Source: an optimization exercise on an open RTL-to-GDS flow (aim: small area, a short achievable clock period and few clock cycles per item). Production flows keep margins and buffers that such runs may drop. In this exercise RTL edits were held to simulation tests only and were not proved equivalent to the original. No driver is modelled on the clock port, so clocking that relies on it looks cheaper here than on a real chip. Power and IR drop assume default switching activity.

## job 103
==> flow/design.v (excerpt) <==
module taylor_sine_cosine_top (
	input  wire logic                            clk,
	input  wire logic                            arst_n,
	input  wire logic                            s_tvalid,
	output logic                                 s_tready,
	input  wire logic [tsc_pkg::IN_DATA_W-1:0]   s_tdata,
	input  wire logic                            s_tuser,
	output logic                                 m_tvalid,
	input  wire logic                            m_tready,
	output logic [tsc_pkg::OUT_DATA_W-1:0]       m_tdata,
	output logic                                 m_tuser
);
export LEC_CHECK = 0
export ABC_AREA = 1
export CAP_MARGIN = 20
export CORE_MARGIN = 2
export CORE_UTILIZATION = 12
export PLACE_DENSITY = 0.2
export SLEW_MARGIN = 20
export SYNTH_HIERARCHICAL = 1
export TNS_END_PERCENT = 100
create_clock -name core_clock -period 9.0 [get_ports {clk}]
standard.sh (not shown) runs the stock make flow with config.mk's settings and CLKGATE_MAP_FILE= SYNTH_SCRIPT=/design/flow/synth_recipe.tcl, a recipe that flattens the netlist after the stock synthesis.
==> flow/flow/run.sh <==
#!/bin/bash
set -euo pipefail
here=$(pwd)
export POST_CTS_TCL="$here/flow/skew.tcl"
export SKEW_CELL=sky130_fd_sc_hd__clkbuf_1
export SKEW_LAST_CELL=sky130_fd_sc_hd__clkbuf_8
export SKEW_STAGES=9
bash standard.sh SETUP_SLACK_MARGIN=6.2 SKIP_CTS_REPAIR_TIMING=1 \
	POST_CTS_TCL="$here/flow/skew.tcl" finish > standard.log 2>&1
==> flow/flow/skew.tcl <==
# Hook run after clock tree synthesis (POST_CTS_TCL, with the CTS step's own timing
# repair skipped): give the clock of the table output register (r_rom_q, r_neg_q)
# extra delay, so that the long path into it, from the request register through
# the result table, may use time that the short path out of it, through the
# negation into the output register, does not need. Both paths are between
# registers inside the design. Then the CTS step's usual placement and timing
# repair.
set block [ord::get_db_block]
set db [ord::get_db]
set master [$db findMaster $::env(SKEW_CELL)]
set last_master [$db findMaster $::env(SKEW_LAST_CELL)]
set stages $::env(SKEW_STAGES)
array set groups {}
foreach inst [$block getInsts] {
  set name [$inst getName]
  if {[string match {r_rom_q*} $name] || [string match {r_neg_q*} $name]} {
    set it [$inst findITerm CLK]
    lappend groups([[$it getNet] getName]) $it
  }
}
set n 0
foreach netname [lsort [array names groups]] {
  set net [$block findNet $netname]
  set its $groups($netname)
  set sx 0
  set sy 0
  foreach it $its {
    set b [[$it getInst] getBBox]
    set sx [expr {$sx + [$b xMin]}]
    set sy [expr {$sy + [$b yMin]}]
  }
  set cx [expr {int($sx / [llength $its])}]
  set cy [expr {int($sy / [llength $its])}]
  set prev $net
  for {set k 0} {$k < $stages} {incr k} {
    set m [expr {$k == $stages - 1 ? $last_master : $master}]
    set inst [odb::dbInst_create $block $m "skewbuf_${n}_$k"]
    set newnet [odb::dbNet_create $block "skewnet_${n}_$k"]
    $newnet setSigType CLOCK
    [$inst findITerm A] connect $prev
    [$inst findITerm X] connect $newnet
    $inst setLocation $cx $cy
    $inst setPlacementStatus PLACED
    set prev $newnet
  }
  foreach it $its {
    $it disconnect
    $it connect $prev
  }
  puts "skew: [llength $its] sinks of $netname behind $stages buffers"
  incr n
}
set result [catch { detailed_placement } msg]
if { $result != 0 } {
  error "Detailed placement failed after clock skew: $msg"
}
estimate_parasitics -placement
report_clock_skew
repair_timing_helper
set result [catch { detailed_placement } msg]
if { $result != 0 } {
  error "Detailed placement failed in CTS: $msg"
}
check_placement -verbose
report_checks -path_delay max -format end -group_path_count 5
Job 103 finished end to end and its layout was clean on timing, DRC and antenna.
Testbench counts of job 103, summed over its fixed seeds: cycles 2,424, items 2,400.
Inputs modified between job 103 and job 101:
# job 103
export LEC_CHECK = 0
export ABC_AREA = 1
export CAP_MARGIN = 20
export CORE_MARGIN = 2
export CORE_UTILIZATION = 12
export PLACE_DENSITY = 0.2
export SLEW_MARGIN = 20
export SYNTH_HIERARCHICAL = 1
export TNS_END_PERCENT = 100
create_clock -name core_clock -period 9.0 [get_ports {clk}]
# job 101
export LEC_CHECK = 0
export ABC_AREA = 1
export CAP_MARGIN = 20
export CORE_MARGIN = 2
export CORE_UTILIZATION = 10
export PLACE_DENSITY = 0.2
export SLEW_MARGIN = 20
export SYNTH_HIERARCHICAL = 1
export TNS_END_PERCENT = 100
create_clock -name core_clock -period 9.0 [get_ports {clk}]
==> flow/flow/run.sh <==
#!/bin/bash
set -euo pipefail
here=$(pwd)
export POST_CTS_TCL="$here/flow/skew.tcl"
export SKEW_CELL=sky130_fd_sc_hd__clkbuf_1
export SKEW_LAST_CELL=sky130_fd_sc_hd__clkbuf_8
export SKEW_STAGES=10
bash standard.sh SETUP_SLACK_MARGIN=6.1 SKIP_CTS_REPAIR_TIMING=1 \
	POST_CTS_TCL="$here/flow/skew.tcl" finish > standard.log 2>&1
[summary]
[job 101 vs job 103] fraction of area in registers: lower in job 101
Compared to job 103, job 101 has global-route total usage across every layer 4.3 points lower.
Lower fmax goes to job 101 over job 103.
Taking job 103 as the reference, in job 101 area of all sequential standard cells shows no meaningful change; total power of the final layout rose by about 1.4%; insertion delay to the later sink of the worst-skew pair increased by 140 ps relative to the old numbers; area of all placed cells without fillers went up by about 1.5%.
Every run in the comparison, job 101 and job 103, completed the flow with a clean layout.

==> port drivers added, routing unchanged <==
The results above use ideal ports. As a check the final layouts listed here were re-extracted and re-timed, cells and wires unchanged.
Step 1 sets driving cells, clkbuf_16 on the clock port and buf_2 on the other inputs (assumed; they add their load-dependent delay and slew).
Step 2, shift: input delay + t, output delay - t, t = (earliest + latest rising clock arrival at the registers) / 2. This alone moves slack from input paths to output paths.
Slacks: no drivers / after step 1 / after step 2; pairs: no drivers / after step 1.
run	shift t [ns]	setup slack, ns	hold WS [ns]	worst setup path after step 2	latest minus earliest clock arrival (ns)	pins driven straight from the clock port
job 103	0.912	5.979 / 5.979 / 5.347	0.110 / 0.110 / 0.110	input to register	0.945 / 0.944	1
job 101	0.976	5.837 / 5.837 / 5.250	0.078 / 0.078 / 0.078	input to register	1.074 / 1.073	1
Clock arrivals are far apart in job 103 and job 101, so t is only a midpoint there and step 2 fits no single register. The setup slack of job 103, which loses most, moves by 0.000 ns with the drivers and by -0.632 ns with both steps.
